This is an optimization exercise on Yosys and OpenROAD, whose aim is small area, a short achievable clock period and few clock cycles, not a production implementation. Function was checked by simulation only, so behaviour that the tests miss may differ from the original. Power is estimated from default activity; no workload was simulated.

==> run R: inputs <==
==> flow/design.v <==
`timescale 1ns / 1ps
package evq_pkg;
    typedef enum logic [1:0] {
        OP_POST  = 2'd0,
        OP_GET   = 2'd1,
        OP_PEEK  = 2'd2,
        OP_FLUSH = 2'd3
    } evq_op_t;
    typedef struct packed {
        logic [15:0]        ev_type;
        logic [15:0]        message;
        logic [15:0]        modifiers;
        logic signed [15:0] x;
        logic signed [15:0] y;
        logic [31:0]        stamp;
    } evq_rec_t;
    localparam int REC_W = 5 * 16 + 32;   
    typedef struct packed {
        logic hit;      
        logic at_end;   
    } evq_stat_t;
endpackage
`timescale 1ns / 1ps
module evq_match #(
    parameter int N = 15
) (
    input  logic [N-1:0] type_match,
    input  logic [N-1:0] live,
    input  logic [N-1:0] at_or_after_head,
    output logic [N-1:0] hits,
    output logic [N-1:0] first,
    output logic         any_hit
);
    logic [N-1:0][N-1:0] ahead;    
    assign hits = type_match & live;
    always_comb
    begin
        for (int i = 0; i < N; i++)
        begin
            for (int j = 0; j < N; j++)
            begin
                if (j < i)
                begin
                    ahead[i][j] = live[j] && (at_or_after_head[j] || !at_or_after_head[i]);
                end
                else if (j > i)
                begin
                    ahead[i][j] = live[j] && at_or_after_head[j] && !at_or_after_head[i];
                end
                else
                begin
                    ahead[i][j] = 1'b0;
                end
            end
        end
    end
    always_comb
    begin
        for (int i = 0; i < N; i++)
        begin
            first[i] = hits[i] && !(|(type_match & ahead[i]));
        end
    end
    assign any_hit = |hits;
endmodule
`timescale 1ns / 1ps
module evq_ram #(
    parameter int WIDTH = 112,
    parameter int DEPTH = 15
) (
    input  logic                        clk,
    input  logic [DEPTH-1:0]            we,
    input  logic [WIDTH-1:0]            wdata,
    output logic [DEPTH-1:0][WIDTH-1:0] words
);
    logic [DEPTH-1:0][WIDTH-1:0] mem;
    always_ff @(posedge clk)
    begin
        for (int i = 0; i < DEPTH; i++)
        begin
            if (we[i])
            begin
                mem[i] <= wdata;
            end
        end
    end
    assign words = mem;
endmodule
`timescale 1ns / 1ps
module masked_event_ring_queue #(
    parameter int QUEUE_DEPTH = 16
) (
    input  logic               clk,
    input  logic               rst_n,
    input  logic               in_valid,
    output logic               in_stall,
    input  logic [1:0]         op,
    input  logic [15:0]        mask,
    input  logic [15:0]        ev_type,
    input  logic [15:0]        ev_message,
    input  logic [15:0]        ev_modifiers,
    input  logic signed [15:0] ev_x,
    input  logic signed [15:0] ev_y,
    input  logic [31:0]        now_tick,
    input  logic signed [15:0] cur_x,
    input  logic signed [15:0] cur_y,
    input  logic [15:0]        cur_modifiers,
    output logic               out_valid,
    input  logic               out_stall,
    output logic               found,
    output logic [15:0]        out_type,
    output logic [15:0]        out_message,
    output logic [15:0]        out_modifiers,
    output logic signed [15:0] out_x,
    output logic signed [15:0] out_y,
    output logic [31:0]        out_when
);
    localparam int N = QUEUE_DEPTH;
    localparam int W = evq_pkg::REC_W;
    logic [N-1:0]        hoh_reg;        
    logic [N-1:0]        toh_reg;        
    logic [N-1:0]        hge_reg;        
    logic [N-1:0]        live_reg;       
    logic [N-1:0]        dead_reg;       
    logic                fp1_reg;        
    logic                fp2_reg;        
    logic [N-1:0]        fl_drop_reg;    
    logic [8:0]          cnt_01_reg;     
    logic [8:0]          cnt_23_reg;     
    logic                fl_post_reg;    
    logic                stall_out_reg;  
    logic                stall_fl_reg;   
    logic                hz_reg;         
    logic                a_vld_reg;
    logic                a_get_reg;
    logic                a_flush_reg;
    logic [N-1:0]        a_tm_reg;
    logic [15:0]         a_cx_reg, a_cy_reg, a_cmod_reg;
    logic                v1_reg;
    logic                found1_reg;
    logic [N-1:0]        sel1_reg;
    logic [15:0]         cx1_reg, cy1_reg, cmod1_reg;
    logic                out_vld_reg;
    logic                out_found_reg;
    evq_pkg::evq_rec_t   out_rec_reg;
    logic                s2_free;
    logic                s1_stuck;
    logic                b_go;
    logic                acc;
    logic                acc_post;
    logic                acc_query;
    evq_pkg::evq_rec_t   post_rec;
    evq_pkg::evq_rec_t   rd_rec;
    logic [N-1:0][W-1:0] words;
    logic [N-1:0]        tm_in;
    logic [N-1:0]        we;
    logic [N-1:0]        hits;
    logic [N-1:0]        first;
    logic                any_hit;
    logic                take1;
    logic                took;
    logic                drop;
    logic                step1;
    logic [8:0]          cnt_01, cnt_23;
    logic [N-1:0]        c_gt;           
    logic [3:0][4:0]     cnt_g;          
    logic [N-1:0]        fl_drop;        
    logic [N-1:0]        fl_head;        
    logic [N-1:0]        fl_hge;         
    logic [N-1:0]        hoh_e, hge_e;   
    logic [N-1:0]        hge_pri;        
    logic [N-1:0]        hoh_next, toh_next, hge_next, live_next, dead_next;
    logic                full;
    function automatic logic [4:0] cnt4(input logic [3:0] b);
        cnt4 = '0;
        for (int m = 0; m < 16; m++)
        begin
            if (b == 4'(m))
            begin
                cnt4[(m & 1) + ((m >> 1) & 1) + ((m >> 2) & 1) + ((m >> 3) & 1)] = 1'b1;
            end
        end
    endfunction
    function automatic logic [8:0] add_oh44(input logic [4:0] a, input logic [4:0] b);
        add_oh44 = '0;
        for (int i = 0; i < 5; i++)
        begin
            for (int j = 0; j < 5; j++)
            begin
                add_oh44[i+j] = add_oh44[i+j] | (a[i] & b[j]);
            end
        end
    endfunction
    function automatic logic [N-1:0] rot1(input logic [N-1:0] v);
        rot1 = {v[N-2:0], v[N-1]};
    endfunction
    assign s2_free   = !out_vld_reg || !out_stall;
    assign s1_stuck  = v1_reg && !s2_free;
    assign b_go      = a_vld_reg && !fp1_reg && !s1_stuck;
    assign in_stall  = (stall_out_reg && out_stall) || stall_fl_reg || hz_reg;
    assign acc       = in_valid && !s1_stuck && !(a_vld_reg && fp1_reg)
                       && !(fp1_reg && fl_post_reg) && !hz_reg;
    assign acc_post  = acc && (op == evq_pkg::OP_POST);
    assign acc_query = acc && (op != evq_pkg::OP_POST);
    always_comb
    begin
        post_rec.ev_type   = ev_type;
        post_rec.message   = ev_message;
        post_rec.modifiers = ev_modifiers;
        post_rec.x         = ev_x;
        post_rec.y         = ev_y;
        post_rec.stamp     = now_tick;
    end
    assign we = hz_reg ? '0 : toh_reg;
    evq_ram #(
        .WIDTH (W),
        .DEPTH (N)
    ) u_ram (
        .clk   (clk),
        .we    (we),
        .wdata (post_rec),
        .words (words)
    );
    always_comb
    begin
        for (int i = 0; i < N; i++)
        begin
            tm_in[i] = |(words[i][W-1 -: 16] & mask);
        end
    end
    evq_match #(
        .N (N)
    ) u_match (
        .type_match       (a_tm_reg),
        .live             (live_reg & ~dead_reg),
        .at_or_after_head (hge_pri),
        .hits             (hits),
        .first            (first),
        .any_hit          (any_hit)
    );
    assign took      = b_go && any_hit && (a_get_reg || a_flush_reg);
    assign take1     = b_go && any_hit && a_get_reg;
    assign full      = |(rot1(toh_reg) & hoh_e);
    assign drop      = acc_post && !fp1_reg && full && !took;
    assign step1     = take1 || drop;
    assign toh_next  = acc_post ? rot1(toh_reg) : toh_reg;
    always_comb
    begin
        for (int g = 0; g < 4; g++)
        begin
            cnt_g[g] = cnt4(hits[4*g +: 4]);
        end
        cnt_01 = add_oh44(cnt_g[0], cnt_g[1]);
        cnt_23 = add_oh44(cnt_g[2], cnt_g[3]);
        for (int k = 0; k < N; k++)
        begin
            c_gt[k] = 1'b0;
            for (int a = 0; a < 9; a++)
            begin
                for (int b = 0; b < 9; b++)
                begin
                    if (a + b > k)
                    begin
                        c_gt[k] = c_gt[k] | (cnt_01_reg[a] & cnt_23_reg[b]);
                    end
                end
            end
        end
        for (int i = 0; i < N; i++)
        begin
            fl_drop[i] = 1'b0;
            for (int k = 0; k < N; k++)
            begin
                fl_drop[i] = fl_drop[i] | (hoh_reg[(i - k + N) % N] & c_gt[k]);
            end
        end
        for (int i = 0; i < N; i++)
        begin
            fl_head[i] = fl_drop_reg[(i + N - 1) % N] & !fl_drop_reg[i];
        end
        fl_hge = fl_drop_reg[N-1] ? ~(fl_drop_reg & ~hge_reg) : (hge_reg & ~fl_drop_reg);
        hoh_e  = fp2_reg ? fl_head : hoh_reg;
        hge_e  = fp2_reg ? fl_hge : hge_reg;
        hge_pri = hge_reg | ((fp2_reg && fl_drop_reg[N-1]) ? '1 : '0);
    end
    always_comb
    begin
        dead_next = (dead_reg
                     | ((b_go && a_get_reg) ? first : '0)
                     | ((b_go && a_flush_reg) ? hits : '0))
                    & ~(acc_post ? toh_reg : '0);
        if (fp1_reg)
        begin
            hoh_next  = hoh_reg;
            hge_next  = hge_reg;
            live_next = (live_reg & ~fl_drop) | (acc_post ? toh_reg : '0);
        end
        else
        begin
            hoh_next  = step1 ? rot1(hoh_e) : hoh_e;
            hge_next  = step1 ? (hoh_e[N-1] ? '1 : (hge_e & ~hoh_e)) : hge_e;
            live_next = (live_reg & ~(step1 ? hoh_e : '0)) | (acc_post ? toh_reg : '0);
        end
    end
    always_ff @(posedge clk or negedge rst_n)
    begin
        if (!rst_n)
        begin
            hoh_reg     <= N'(1);
            toh_reg     <= N'(1);
            hge_reg     <= '1;
            live_reg    <= '0;
            fp1_reg     <= 1'b0;
            fp2_reg     <= 1'b0;
            a_vld_reg   <= 1'b0;
            v1_reg      <= 1'b0;
            out_vld_reg <= 1'b0;
            stall_out_reg <= 1'b0;
            stall_fl_reg  <= 1'b0;
            hz_reg        <= 1'b0;
        end
        else
        begin
            hoh_reg     <= hoh_next;
            toh_reg     <= toh_next;
            hge_reg     <= hge_next;
            live_reg    <= live_next;
            fp1_reg     <= b_go && a_flush_reg && any_hit;
            fp2_reg     <= fp1_reg;
            a_vld_reg   <= acc_query || (a_vld_reg && !b_go);
            v1_reg      <= b_go || s1_stuck;
            out_vld_reg <= v1_reg || (out_vld_reg && out_stall);
            stall_out_reg <= (b_go || s1_stuck) && (v1_reg || (out_vld_reg && out_stall));
            stall_fl_reg  <= ((acc_query || (a_vld_reg && !b_go)) && (b_go && a_flush_reg && any_hit))
                             || (b_go && a_flush_reg && any_hit && full && acc_post);
            hz_reg        <= (b_go && !a_flush_reg && full && acc_post && |(hits & hoh_e))
                             || (hz_reg && s1_stuck);
        end
    end
    always_ff @(posedge clk)
    begin
        dead_reg      <= dead_next;
        cnt_01_reg    <= cnt_01;
        cnt_23_reg    <= cnt_23;
        fl_drop_reg   <= fl_drop;
        fl_post_reg   <= full && acc_post;
        if (!a_vld_reg || b_go)
        begin
            a_get_reg   <= (op == evq_pkg::OP_GET);
            a_flush_reg <= (op == evq_pkg::OP_FLUSH);
            a_tm_reg    <= tm_in;
            a_cx_reg    <= cur_x;
            a_cy_reg    <= cur_y;
            a_cmod_reg  <= cur_modifiers;
        end
        if (!s1_stuck)
        begin
            found1_reg <= any_hit && !a_flush_reg;
            sel1_reg   <= a_flush_reg ? '0 : first;
            cx1_reg    <= a_cx_reg;
            cy1_reg    <= a_cy_reg;
            cmod1_reg  <= a_cmod_reg;
        end
    end
    always_ff @(posedge clk or negedge rst_n)
    begin
        if (!rst_n)
        begin
            out_found_reg <= 1'b0;
            out_rec_reg   <= '0;
        end
        else if (s2_free)
        begin
            out_found_reg <= found1_reg;
            out_rec_reg   <= rd_rec;
        end
    end
    always_comb
    begin
        rd_rec = '0;
        for (int i = 0; i < N; i++)
        begin
            rd_rec = rd_rec | ({W{sel1_reg[i]}} & words[i]);
        end
        if (!found1_reg)
        begin
            rd_rec.modifiers = cmod1_reg;
            rd_rec.x         = cx1_reg;
            rd_rec.y         = cy1_reg;
        end
    end
    assign out_valid     = out_vld_reg;
    assign found         = out_found_reg;
    assign out_type      = out_rec_reg.ev_type;
    assign out_message   = out_rec_reg.message;
    assign out_modifiers = out_rec_reg.modifiers;
    assign out_x         = out_rec_reg.x;
    assign out_y         = out_rec_reg.y;
    assign out_when      = out_rec_reg.stamp;
endmodule
==> flow/run.sh <==
#!/bin/bash
# synth_recipe.tcl (not shown) runs the flow's synth.tcl, then flattens the netlist and writes it again
# the make line also repeats each setting of config.mk as NAME=value (left out here)
make -C /OpenROAD-flow-scripts/flow DESIGN_CONFIG=/design/flow/config.mk WORK_HOME=/design/flow/orfs CLKGATE_MAP_FILE= SYNTH_SCRIPT=/design/flow/synth_recipe.tcl finish
==> flow/config.mk <==
export PLATFORM = sky130hd
export DESIGN_NAME = masked_event_ring_queue
export DESIGN_NICKNAME = masked_event_ring_queue
export VERILOG_FILES = /design/flow/design.v
export SDC_FILE = /design/flow/constraint.sdc
export NUM_CORES = 4
export LEC_CHECK = 0
export ABC_CLOCK_PERIOD_IN_PS = 2000
export CAP_MARGIN = 20
export CORE_MARGIN = 2
export CORE_UTILIZATION = 55
export CTS_CLUSTER_DIAMETER = 80
export CTS_CLUSTER_SIZE = 25
export PLACE_DENSITY = 0.68
export SETUP_SLACK_MARGIN = 2.6
export SLEW_MARGIN = 20
==> flow/constraint.sdc <==
create_clock -name core_clock -period 5.0 [get_ports {clk}]
set_input_delay 1.0000 -clock core_clock [delete_from_list [all_inputs] [get_ports {clk}]]
set_output_delay 1.0000 -clock core_clock [all_outputs]
set_load 0.01 [all_outputs]
==> run M (differences from run R) <==
--- a/flow/design.v
+++ b/flow/design.v
@@ -31,3 +31,4 @@
     output logic [N-1:0] first,
-    output logic         any_hit
+    output logic         any_hit,
+    output logic         two_hits
 );
@@ -64,2 +65,10 @@
     assign any_hit = |hits;
+    always_comb
+    begin
+        two_hits = 1'b0;
+        for (int i = 1; i < N; i++)
+        begin
+            two_hits = two_hits | (hits[i] & |(hits & N'((1 << i) - 1)));
+        end
+    end
 endmodule
@@ -129,3 +138,2 @@
     logic [8:0]          cnt_23_reg;     
-    logic                fl_post_reg;    
     logic                stall_out_reg;  
@@ -160,2 +168,3 @@
     logic                take1;
+    logic                two_hits;
     logic                took;
@@ -200,4 +209,3 @@
     assign in_stall  = (stall_out_reg && out_stall) || stall_fl_reg || hz_reg;
-    assign acc       = in_valid && !s1_stuck && !(a_vld_reg && fp1_reg)
-                       && !(fp1_reg && fl_post_reg) && !hz_reg;
+    assign acc       = in_valid && !s1_stuck && !(a_vld_reg && fp1_reg) && !hz_reg;
     assign acc_post  = acc && (op == evq_pkg::OP_POST);
@@ -238,6 +246,7 @@
         .first            (first),
-        .any_hit          (any_hit)
+        .any_hit          (any_hit),
+        .two_hits         (two_hits)
     );
     assign took      = b_go && any_hit && (a_get_reg || a_flush_reg);
-    assign take1     = b_go && any_hit && a_get_reg;
+    assign take1     = b_go && any_hit && (a_get_reg || a_flush_reg);
     assign full      = |(rot1(toh_reg) & hoh_e);
@@ -273,3 +282,6 @@
             begin
-                fl_drop[i] = fl_drop[i] | (hoh_reg[(i - k + N) % N] & c_gt[k]);
+                if (k < N - 1)
+                begin
+                    fl_drop[i] = fl_drop[i] | (hoh_reg[(i - k + N) % N] & c_gt[k+1]);
+                end
             end
@@ -327,3 +339,3 @@
             live_reg    <= live_next;
-            fp1_reg     <= b_go && a_flush_reg && any_hit;
+            fp1_reg     <= b_go && a_flush_reg && two_hits;
             fp2_reg     <= fp1_reg;
@@ -333,4 +345,3 @@
             stall_out_reg <= (b_go || s1_stuck) && (v1_reg || (out_vld_reg && out_stall));
-            stall_fl_reg  <= ((acc_query || (a_vld_reg && !b_go)) && (b_go && a_flush_reg && any_hit))
-                             || (b_go && a_flush_reg && any_hit && full && acc_post);
+            stall_fl_reg  <= (acc_query || (a_vld_reg && !b_go)) && (b_go && a_flush_reg && two_hits);
             hz_reg        <= (b_go && !a_flush_reg && full && acc_post && |(hits & hoh_e))
@@ -345,3 +356,2 @@
         fl_drop_reg   <= fl_drop;
-        fl_post_reg   <= full && acc_post;
         if (!a_vld_reg || b_go)
@@ -363,11 +373,3 @@
         end
-    end
-    always_ff @(posedge clk or negedge rst_n)
-    begin
-        if (!rst_n)
-        begin
-            out_found_reg <= 1'b0;
-            out_rec_reg   <= '0;
-        end
-        else if (s2_free)
+        if (s2_free)
         begin
- CORE_UTILIZATION: 55 -> 65
- PLACE_DENSITY: 0.68 -> 0.76
==> run summary <==
In run R the count of clock-buffer cells in the layout is higher than in run M, by 44.
Register-to-register slack is about the same in run M and run R.
Non-clock buffer count: run R is higher than run M (195).
Critical path depth: run R is lower than run M (1).
Between run R and run M, the lower synthesized cell count is in run M (gap about 7%, measured against run M).
In run M the sequential power is higher than in run R, by about 36%.
In run M the die area is smaller than in run R, by 17%.
Of run M and run R, run M has the higher sequential share of layout area (gap 3.7 points).
Between run R and run M, the lower routed wire length is in run M (gap about 12%, measured against run M).
Between run M and run R, the lower worst setup slack is in run R (gap 0.0084 ns).
Testbench counts of run R, summed over its fixed seeds: cycles 8,394.
Testbench counts of run M, summed over its fixed seeds: cycles 8,205.

re-timing with driven ports:
In the flow no input, the clock included, has a driving cell. The finished layouts below were timed again as built, in two steps.
Step 1: set_driving_cell puts a clkbuf_16 on clk and a buf_2 on each other input, an assumption about the parent block.
Step 2 adds t to the input delays and takes it off the output delays; t is the mean of the earliest and latest rising clock arrival at the registers after step 1. Input paths then give back, and output paths get back, about the clock's delay inside the block.
Three values: ideal, step 1, step 2; two values: the first two.
| run | t, ns | setup WS [ns] | hold slack, ns | worst data-port slew with drivers (ns) |
|---|---|---|---|---|
| run R | 0.849 | 2.217 / 2.208 / 1.518 | 0.269 / 0.274 / 0.426 | 0.24 |
| run M | 0.820 | 2.225 / 2.189 / 1.507 | 0.394 / 0.403 / 0.426 | 0.24 |
After both steps every run listed still meets setup and hold. The setup slack of run M, which loses most, moves by -0.036 ns with the drivers and by -0.718 ns with both steps.
